What follows belongs to an exercise in optimizing a design on an open flow for small area and a short achievable clock period; a production flow would make more cautious choices.
In this exercise RTL edits were held to simulation tests only and were not proved equivalent to the original.
Power figures rest on the tool's default switching activity, not on a simulated workload.

==> design.v <==
package rifl_tx_pkg;
    localparam int FRAME_WIDTH    = 64;
    localparam int CODE_WIDTH     = 4;
    localparam int CRC_WIDTH      = 12;
    localparam logic [CRC_WIDTH-1:0] CRC_POLY = 12'h02F;
    localparam int PAYLOAD_WIDTH  = FRAME_WIDTH - CODE_WIDTH - CRC_WIDTH;
    localparam int FRAME_ID_WIDTH = 6;
    typedef logic [PAYLOAD_WIDTH-1:0]  payload_t;
    typedef logic [FRAME_WIDTH-1:0]    frame_t;
    typedef logic [FRAME_ID_WIDTH-1:0] frame_id_t;
    typedef enum logic [CODE_WIDTH-1:0] {
        CODE_INIT      = 4'd1,
        CODE_IDLE      = 4'd2,
        CODE_DATA      = 4'd3,
        CODE_DATA_LAST = 4'd4,
        CODE_PAUSE     = 4'd5,
        CODE_RETRANS   = 4'd6
    } frame_code_t;
    typedef enum logic [2:0] {
        ST_INIT         = 3'd0,
        ST_SEND_PAUSE   = 3'd1,
        ST_PAUSE        = 3'd2,
        ST_RETRANS      = 3'd3,
        ST_SEND_RETRANS = 3'd4,
        ST_NORMAL       = 3'd5
    } tx_state_t;
    typedef enum logic [2:0] {
        KIND_INIT,
        KIND_IDLE,
        KIND_PAUSE,
        KIND_RETRANS,
        KIND_USER,
        KIND_REPLAY
    } frame_kind_t;
endpackage
module tx_state_ctrl (
    input  logic                      tx_frame_clk,
    input  logic                      rst_n,
    input  logic                      rx_aligned,
    input  logic                      pause_request,
    input  logic                      retrans_request,
    input  rifl_tx_pkg::frame_id_t    retrans_id,
    input  logic                      s_axis_tvalid,
    output logic                      s_axis_tready,
    output rifl_tx_pkg::tx_state_t    state,
    output rifl_tx_pkg::frame_kind_t  frame_kind,
    output logic                      replay_store,
    output logic                      replay_start,
    output rifl_tx_pkg::frame_id_t    replay_start_id,
    output logic                      replay_advance,
    input  logic                      replay_done
);
    rifl_tx_pkg::tx_state_t state_next;
    assign s_axis_tready = (state == rifl_tx_pkg::ST_NORMAL) && rx_aligned
                           && !pause_request && !retrans_request;
    always_ff @(posedge tx_frame_clk) begin
        if (!rst_n) begin
            state <= rifl_tx_pkg::ST_INIT;
        end else begin
            state <= state_next;
        end
    end
    always_comb begin
        state_next      = state;
        frame_kind      = rifl_tx_pkg::KIND_IDLE;
        replay_store    = 1'b0;
        replay_start    = 1'b0;
        replay_start_id = retrans_id;
        replay_advance  = 1'b0;
        if (!rx_aligned) begin
            state_next = rifl_tx_pkg::ST_INIT;
            frame_kind = rifl_tx_pkg::KIND_INIT;
        end else begin
            case (state)
                rifl_tx_pkg::ST_INIT: begin
                    state_next = rifl_tx_pkg::ST_NORMAL;
                end
                rifl_tx_pkg::ST_NORMAL: begin
                    if (retrans_request) begin
                        state_next = rifl_tx_pkg::ST_SEND_RETRANS;
                    end else if (pause_request) begin
                        state_next = rifl_tx_pkg::ST_SEND_PAUSE;
                    end else if (s_axis_tvalid && s_axis_tready) begin
                        frame_kind   = rifl_tx_pkg::KIND_USER;
                        replay_store = 1'b1;
                    end
                end
                rifl_tx_pkg::ST_SEND_PAUSE: begin
                    frame_kind = rifl_tx_pkg::KIND_PAUSE;
                    state_next = rifl_tx_pkg::ST_PAUSE;
                end
                rifl_tx_pkg::ST_PAUSE: begin
                    if (retrans_request) begin
                        state_next = rifl_tx_pkg::ST_SEND_RETRANS;
                    end else if (!pause_request) begin
                        state_next = rifl_tx_pkg::ST_NORMAL;
                    end
                end
                rifl_tx_pkg::ST_SEND_RETRANS: begin
                    frame_kind   = rifl_tx_pkg::KIND_RETRANS;
                    replay_start = 1'b1;
                    state_next   = rifl_tx_pkg::ST_RETRANS;
                end
                rifl_tx_pkg::ST_RETRANS: begin
                    if (replay_done) begin
                        state_next = rifl_tx_pkg::ST_NORMAL;
                    end else begin
                        frame_kind     = rifl_tx_pkg::KIND_REPLAY;
                        replay_advance = 1'b1;
                    end
                end
                default: begin
                    state_next = rifl_tx_pkg::ST_INIT;
                    frame_kind = rifl_tx_pkg::KIND_INIT;
                end
            endcase
        end
    end
endmodule
module retrans_buffer (
    input  logic                   tx_frame_clk,
    input  logic                   rst_n,
    input  rifl_tx_pkg::payload_t  s_axis_tdata,
    input  logic                   s_axis_tlast,
    input  logic                   replay_store,
    input  logic                   replay_start,
    input  rifl_tx_pkg::frame_id_t replay_start_id,
    input  logic                   replay_advance,
    output rifl_tx_pkg::frame_id_t replay_next_id,
    output rifl_tx_pkg::payload_t  replay_payload,
    output logic                   replay_last,
    output logic                   replay_done
);
    rifl_tx_pkg::payload_t  mem_payload [2**rifl_tx_pkg::FRAME_ID_WIDTH];
    logic      mem_last    [2**rifl_tx_pkg::FRAME_ID_WIDTH];
    rifl_tx_pkg::frame_id_t wr_id;
    rifl_tx_pkg::frame_id_t rd_ptr;
    always_ff @(posedge tx_frame_clk) begin
        if (!rst_n) begin
            wr_id <= '0;
        end else if (replay_store) begin
            wr_id <= wr_id + 1'b1;
        end
    end
    always_ff @(posedge tx_frame_clk) begin
        if (replay_store) begin
            mem_payload[wr_id] <= s_axis_tdata;
            mem_last[wr_id]    <= s_axis_tlast;
        end
    end
    always_ff @(posedge tx_frame_clk) begin
        if (!rst_n) begin
            rd_ptr <= '0;
        end else if (replay_start) begin
            rd_ptr <= replay_start_id;
        end else if (replay_advance) begin
            rd_ptr <= rd_ptr + 1'b1;
        end
    end
    assign replay_next_id = wr_id;
    assign replay_payload = mem_payload[rd_ptr];
    assign replay_last    = mem_last[rd_ptr];
    assign replay_done    = (rd_ptr == wr_id);
endmodule
module frame_assembler (
    input  rifl_tx_pkg::frame_kind_t                                      frame_kind,
    input  rifl_tx_pkg::payload_t                                         s_axis_tdata,
    input  logic                                                          s_axis_tlast,
    input  rifl_tx_pkg::frame_id_t                                        replay_next_id,
    input  rifl_tx_pkg::frame_id_t                                        replay_start_id,
    input  rifl_tx_pkg::payload_t                                         replay_payload,
    input  logic                                                          replay_last,
    output logic [rifl_tx_pkg::CODE_WIDTH+rifl_tx_pkg::PAYLOAD_WIDTH-1:0] frame_body
);
    rifl_tx_pkg::frame_code_t code;
    rifl_tx_pkg::payload_t    field;
    always_comb begin
        code  = rifl_tx_pkg::CODE_IDLE;
        field = rifl_tx_pkg::payload_t'(replay_next_id);
        case (frame_kind)
            rifl_tx_pkg::KIND_INIT: begin
                code = rifl_tx_pkg::CODE_INIT;
            end
            rifl_tx_pkg::KIND_IDLE: begin
                code = rifl_tx_pkg::CODE_IDLE;
            end
            rifl_tx_pkg::KIND_PAUSE: begin
                code = rifl_tx_pkg::CODE_PAUSE;
            end
            rifl_tx_pkg::KIND_RETRANS: begin
                code  = rifl_tx_pkg::CODE_RETRANS;
                field = rifl_tx_pkg::payload_t'(replay_start_id);
            end
            rifl_tx_pkg::KIND_USER: begin
                code  = s_axis_tlast ? rifl_tx_pkg::CODE_DATA_LAST : rifl_tx_pkg::CODE_DATA;
                field = s_axis_tdata;
            end
            rifl_tx_pkg::KIND_REPLAY: begin
                code  = replay_last ? rifl_tx_pkg::CODE_DATA_LAST : rifl_tx_pkg::CODE_DATA;
                field = replay_payload;
            end
            default: begin
                code = rifl_tx_pkg::CODE_IDLE;
            end
        endcase
    end
    assign frame_body = {code, field};
endmodule
module crc12_gen (
    input  logic                                                      tx_frame_clk,
    input  logic                                                      rst_n,
    input  logic [rifl_tx_pkg::CODE_WIDTH+rifl_tx_pkg::PAYLOAD_WIDTH-1:0] frame_body,
    output rifl_tx_pkg::frame_t                                       tx_frame
);
    logic [rifl_tx_pkg::CRC_WIDTH-1:0] crc;
    function automatic logic [rifl_tx_pkg::CRC_WIDTH-1:0] calc_crc12(
        input logic [rifl_tx_pkg::CODE_WIDTH+rifl_tx_pkg::PAYLOAD_WIDTH-1:0] body
    );
        logic [rifl_tx_pkg::CRC_WIDTH-1:0] acc;
        logic                 fb;
        acc = '0;
        for (int i = rifl_tx_pkg::CODE_WIDTH + rifl_tx_pkg::PAYLOAD_WIDTH - 1; i >= 0; i--) begin
            fb  = acc[rifl_tx_pkg::CRC_WIDTH-1] ^ body[i];
            acc = {acc[rifl_tx_pkg::CRC_WIDTH-2:0], 1'b0};
            if (fb) begin
                acc = acc ^ rifl_tx_pkg::CRC_POLY;
            end
        end
        calc_crc12 = acc;
    endfunction
    assign crc = calc_crc12(frame_body);
    always_ff @(posedge tx_frame_clk) begin
        if (!rst_n) begin
            tx_frame <= '0;
        end else begin
            tx_frame <= {frame_body, crc};
        end
    end
endmodule
module rifl_tx_lane (
    input  logic                   tx_frame_clk,
    input  logic                   rst_n,
    input  logic                   rx_aligned,
    input  logic                   pause_request,
    input  logic                   retrans_request,
    input  rifl_tx_pkg::frame_id_t retrans_id,
    input  rifl_tx_pkg::payload_t  s_axis_tdata,
    input  logic                   s_axis_tlast,
    input  logic                   s_axis_tvalid,
    output logic                   s_axis_tready,
    output rifl_tx_pkg::frame_t    tx_frame,
    output logic                   tx_state_init,
    output logic                   tx_state_send_pause,
    output logic                   tx_state_pause,
    output logic                   tx_state_send_retrans,
    output logic                   tx_state_retrans,
    output logic                   tx_state_normal
);
    rifl_tx_pkg::tx_state_t                           state;
    rifl_tx_pkg::frame_kind_t                         frame_kind;
    logic [rifl_tx_pkg::CODE_WIDTH+rifl_tx_pkg::PAYLOAD_WIDTH-1:0] frame_body;
    logic      replay_store;
    logic      replay_start;
    rifl_tx_pkg::frame_id_t replay_start_id;
    logic      replay_advance;
    rifl_tx_pkg::frame_id_t replay_next_id;
    rifl_tx_pkg::payload_t  replay_payload;
    logic      replay_last;
    logic      replay_done;
    tx_state_ctrl u_tx_state_ctrl (
        .tx_frame_clk    (tx_frame_clk),
        .rst_n           (rst_n),
        .rx_aligned      (rx_aligned),
        .pause_request   (pause_request),
        .retrans_request (retrans_request),
        .retrans_id      (retrans_id),
        .s_axis_tvalid   (s_axis_tvalid),
        .s_axis_tready   (s_axis_tready),
        .state           (state),
        .frame_kind      (frame_kind),
        .replay_store    (replay_store),
        .replay_start    (replay_start),
        .replay_start_id (replay_start_id),
        .replay_advance  (replay_advance),
        .replay_done     (replay_done)
    );
    retrans_buffer u_retrans_buffer (
        .tx_frame_clk    (tx_frame_clk),
        .rst_n           (rst_n),
        .s_axis_tdata    (s_axis_tdata),
        .s_axis_tlast    (s_axis_tlast),
        .replay_store    (replay_store),
        .replay_start    (replay_start),
        .replay_start_id (replay_start_id),
        .replay_advance  (replay_advance),
        .replay_next_id  (replay_next_id),
        .replay_payload  (replay_payload),
        .replay_last     (replay_last),
        .replay_done     (replay_done)
    );
    frame_assembler u_frame_assembler (
        .frame_kind      (frame_kind),
        .s_axis_tdata    (s_axis_tdata),
        .s_axis_tlast    (s_axis_tlast),
        .replay_next_id  (replay_next_id),
        .replay_start_id (replay_start_id),
        .replay_payload  (replay_payload),
        .replay_last     (replay_last),
        .frame_body      (frame_body)
    );
    crc12_gen u_crc12_gen (
        .tx_frame_clk (tx_frame_clk),
        .rst_n        (rst_n),
        .frame_body   (frame_body),
        .tx_frame     (tx_frame)
    );
    assign tx_state_init         = (state == rifl_tx_pkg::ST_INIT);
    assign tx_state_send_pause   = (state == rifl_tx_pkg::ST_SEND_PAUSE);
    assign tx_state_pause        = (state == rifl_tx_pkg::ST_PAUSE);
    assign tx_state_send_retrans = (state == rifl_tx_pkg::ST_SEND_RETRANS);
    assign tx_state_retrans      = (state == rifl_tx_pkg::ST_RETRANS);
    assign tx_state_normal       = (state == rifl_tx_pkg::ST_NORMAL);
endmodule
==> run.sh <==
#!/bin/bash
# synth_recipe.tcl (not shown) runs the flow's synth.tcl, then flattens the netlist and writes it again
# the make line also repeats each setting of config.mk as NAME=value (left out here)
make -C /OpenROAD-flow-scripts/flow DESIGN_CONFIG=/design/flow/config.mk WORK_HOME=/design/flow/orfs CLKGATE_MAP_FILE= SYNTH_SCRIPT=/design/flow/synth_recipe.tcl finish
==> config.mk <==
export PLATFORM = sky130hd
export DESIGN_NAME = rifl_tx_lane
export DESIGN_NICKNAME = rifl_tx_lane
export VERILOG_FILES = /design/flow/design.v
export SDC_FILE = /design/flow/constraint.sdc
export NUM_CORES = 4
export LEC_CHECK = 0
export CAP_MARGIN = 20
export CORE_MARGIN = 2
export CORE_UTILIZATION = 30
export SLEW_MARGIN = 20
==> constraint.sdc <==
create_clock -name core_clock -period 8.0 [get_ports {tx_frame_clk}]
set_input_delay 1.6000 -clock core_clock [delete_from_list [all_inputs] [get_ports {tx_frame_clk}]]
set_output_delay 1.6000 -clock core_clock [all_outputs]
set_load 0.01 [all_outputs]
==> notes.md <==
worst reg-to-reg setup slack: 0.64 ns
setup repair after global routing missed its margin: false
top library cells by usage in the layout, fill and taps aside: 3136 x sky130_fd_sc_hd__edfxtp_1, 794 x sky130_fd_sc_hd__mux4_2, 332 x sky130_fd_sc_hd__clkbuf_16, 277 x sky130_fd_sc_hd__buf_4, 197 x sky130_fd_sc_hd__mux2i_1
startpoint type of the worst setup path: flip-flop
relative slew slack: 11.57%
Clock Tree Root: sky130_fd_sc_hd__clkbuf_16
die height: 652.5 um
slowest cell delay on critical path: 0.90 ns
# Max-Cap Violations: 0
pin slew with the least headroom to its limit: 1.322 ns
maximum fanout count along the critical path: 24
fraction of synthesized cell area taken by the top area cell type: 74.65%
WP data arrival: 8.20 ns
library cell occupying the most area in the post-synthesis netlist: sky130_fd_sc_hd__edfxtp_1
detailed-placement wirelength estimate: 226900 um
number of setup violations in the final report: 0
endpoint class of the critical path: flip-flop
worst-case clock buffer depth: 4
Worst Skew: 0.1040 ns
post-placement cell count: 11.27k
Routed wire per std cell: 34.07 um
leakage power of the design: 44.24 nW
number of gates resized after CTS: 0
H-Tree Level Count: 5
top sig layer: met5
share of layout cells above drive strength 1: 28.54%
final net count: 6142
Remaining DRCs: 0
Die ar.: 425700 um^2
Overall Global Routing Usage: 18.58%
Peak VDD IR: 710.9 uV
Synth area leaders: sky130_fd_sc_hd__edfxtp_1 75%, sky130_fd_sc_hd__mux4_2 14%, sky130_fd_sc_hd__mux2i_1 1.6%
Fin Setup TNS: 0 ns
cell internal pwr: 30.31 mW
wire length on met3: 37650 um
area added between synthesis and finish: 16.50%
worst setup path class: flip-flop to flip-flop
ys flop type: sky130_fd_sc_hd__edfxtp_1
run status: finished clean
number of antenna violations at the first check in global routing: 45
clock latency of the later-clocked register in the worst-skew pair: 0.97 ns
register share of total power: 46.8%
highest-delay cell along the critical path: sky130_fd_sc_hd__dfxtp_4
number of hold-slack violations in the final timing report: 0
io pins: 132
Placement Rows: 238
DRT antenna net count: 0
share of total power consumed by net switching: 24.07%
Die Wd: 652.5 um
Via-to-Cell Ratio: 5.450
core region area: 419600 um^2
cells traversed along the worst timing path: buf_4 -> mux4_2 -> a22o_1 -> o21ai_0 -> a41oi_1 -> a22oi_2 -> xnor2_1 -> xor3_1 -> xnor2_1 -> xnor3_1 -> xnor2_2 -> xnor3_1 -> xnor2_2 -> xor2_1 -> xnor3_1 -> xnor2_1 -> nor2_1
number of design-rule violations left by the first detailed-router iteration: 9415
CTS tree: yes
Slew Viols, Final: 0
fin crit period: 7.358 ns
Comb pwr share: 14.4%
clock transition time at the flip-flop clock pins of the worst setup and hold paths: 0.07 ns
clock share of power: 38.8%
largest net degree at the start of global routing: 68
Synth Area per Inst: 22.59 um^2
post-synth net total: 5647
number of storage elements in the synthesis netlist: 3220
via total after detailed routing: 65.01k
fillers: 38.35k
period utilization: 91.97%
post-CTS setup buffers: 0
post-synthesis cell type count: 90
sequential element share of the synthesized area: 75.98%
data required time of the critical path: 8.84 ns
vias in the first global route: 63.66k
number of iterations in the first detailed-routing pass: 8
total routed wire length on the met1 layer: 153800 um
Final Power: 39.92 mW
Max Fclk: 0.1359 GHz
global route total overflow: 0
initial standard-cell utilization of the core: 30.07%
sinks on the clock net: 3220
wire length of the first global-routing pass: 546900 um
Port-buffer cells: 130
aggregate routed wire length: 406400 um
share of synthesized registers carrying an async set or reset: 0%
Post-Synthesis Cell Area: 126200 um^2
total power divided by cell area: 271.6 nW/um^2
number of buffers added to fix hold violations after cts: 0
EDFF count, synth: 3136
met2 routed wirelength: 193900 um
synthesized instance count: 5584
worst hold-check path type: flip-flop to flip-flop
TritonCTS Buffers: 329
number of standard cells in the final layout excluding fillers: 11.93k
Yosys warnings: 4
commonest non-fill, non-tap cell in the layout: sky130_fd_sc_hd__edfxtp_1
Placer Congestion: 0.8789
sw power: 9.608 mW
[cell families (layout without fill, tap and decap cells)]
logic type	after synthesis	in the layout	share of synthesized area, %
other	1	64	0.002972
AND/OR/NAND/NOR	489	489	1.811
multiplexers	1057	1057	16.79
AO/OA/AOI/OAI	320	320	1.842
XOR/XNOR	185	185	1.928
adder cells (fa/ha/maj)	2	2	0.01983
flip-flops	3220	3220	75.98
buffers and inverters	310	1071	1.628
[worst paths after layout]
| path | startpoint | to | cells past startpoint |
|---|---|---|---|
| hold reg to reg | u_retrans_buffer.rd_ptr[5] | flip-flop | 2 |
| hold / removal | u_retrans_buffer.rd_ptr[5] | flip-flop | 2 |
| setup / recovery | flip-flop | u_crc12_gen.tx_frame[6] | 17 |
| setup reg to reg | flip-flop | u_crc12_gen.tx_frame[6] | 17 |
[power groups by stage]
stage / registers (mW) / clock network [mW] / logic, mW
floorplan: 19.0 / 0 / 4.43
global placement: 19.0 / 0 / 5.88
detailed placement: 19.0 / 0 / 5.74
CTS: 18.7 / 15.7 / 5.78
global route: 18.7 / 16.3 / 6.15
finish: 18.7 / 15.5 / 5.74
[final cells by class]
| type | count | area [um^2] | area share, % |
|---|---|---|---|
| clock inverter | 194 | 2241 | 1.525 |
| antenna | 63 | 157.7 | 0.1073 |
| clock buffer | 403 | 8615 | 5.862 |
| inverter | 7 | 36.28 | 0.02469 |
| timing repair buffer | 467 | 4362 | 2.968 |
| multi-input combinational | 2054 | 28780 | 19.58 |
| tap | 5520 | 6907 | 4.699 |
| sequential | 3220 | 95870 | 65.24 |
[through the flow]
step / setup WS (ns) / area [um^2] / utilization [%] / hold slack, ns
after detailed placement: 0.1987 / 135900 / 32.40 / 0.6137
after floorplan: 1.065 / 126200 / - / 0.5152
after CTS: 0.7165 / 146800 / 34.99 / 0.6254
after global routing: 0.4625 / 147000 / 35.02 / 0.6603
final: 0.6423 / 147000 / 35.03 / 0.6375
after global placement: 0.2114 / 135900 / 32.40 / 0.5998
[synthesized netlist by cell type, types with 14 or more instances]
cell,count
sky130_fd_sc_hd__a211oi_1,26
sky130_fd_sc_hd__a21oi_1,47
sky130_fd_sc_hd__a22oi_1,102
sky130_fd_sc_hd__a31oi_1,18
sky130_fd_sc_hd__and2_1,30
sky130_fd_sc_hd__and3_1,14
sky130_fd_sc_hd__buf_1,26
sky130_fd_sc_hd__buf_12,16
sky130_fd_sc_hd__buf_2,89
sky130_fd_sc_hd__buf_4,38
sky130_fd_sc_hd__buf_6,38
sky130_fd_sc_hd__clkbuf_1,88
sky130_fd_sc_hd__dfxtp_1,84
sky130_fd_sc_hd__edfxtp_1,3136
sky130_fd_sc_hd__mux2_2,26
sky130_fd_sc_hd__mux2i_1,197
sky130_fd_sc_hd__mux4_1,39
sky130_fd_sc_hd__mux4_2,794
sky130_fd_sc_hd__nand2_1,143
sky130_fd_sc_hd__nand3_1,54
sky130_fd_sc_hd__nor2_1,149
sky130_fd_sc_hd__nor2b_1,23
sky130_fd_sc_hd__nor3_1,18
sky130_fd_sc_hd__o21ai_0,22
sky130_fd_sc_hd__xnor2_1,91
sky130_fd_sc_hd__xnor3_1,26
sky130_fd_sc_hd__xor2_1,31
[state kept, by name (all words and copies together) (netlist names), named ones only]
name / count
u_retrans_buffer.mem_payload: 3072
u_retrans_buffer.rd_ptr: 6
u_retrans_buffer.mem_last: 64
u_retrans_buffer.wr_id: 6
u_tx_state_ctrl.state: 3
u_crc12_gen.tx_frame: 63
[critical path: cells and delay by family, from the launching register on]
family                 cells  cell delay (ns)
flip-flops                 1             0.90
buffers and inverters      1             0.49
AND/OR/NAND/NOR            1             0.06
multiplexers               1             0.56
AO/OA/AOI/OAI              4             1.49
XOR/XNOR                  10             3.57
[layer usage]
layer,track usage [%],vias to the layer above
met5,0,-
met3,3.627,802
met2,29.93,3806
met1,24.20,35730
met4,8.760,8
li1,-,24670

[re-timing with driven ports]
The results above use ideal ports. As a check the final layout listed here was re-extracted and re-timed, cells and wires unchanged. Step 1, drivers: a clkbuf_16 drives tx_frame_clk and a buf_2 each remaining input, both assumed. Step 2 times the ports against the registers' clock, not the clock port: input delays grow and output delays shrink by t, the midpoint of the rising clock arrivals with the driver on. Three values: no drivers, after step 1, after step 2; two values: the first two.
t (ns): 1.026
slack for setup (ns): 0.642 / 0.642 / 0.193
worst setup path at the end: input to register
clock arrival spread, ns: 0.118 / 0.118
cell pins on the clock port's net: 1
After both steps setup and hold are still met in this run. The setup slack of this run moves by 0.000 ns with the drivers and by -0.449 ns with both steps.
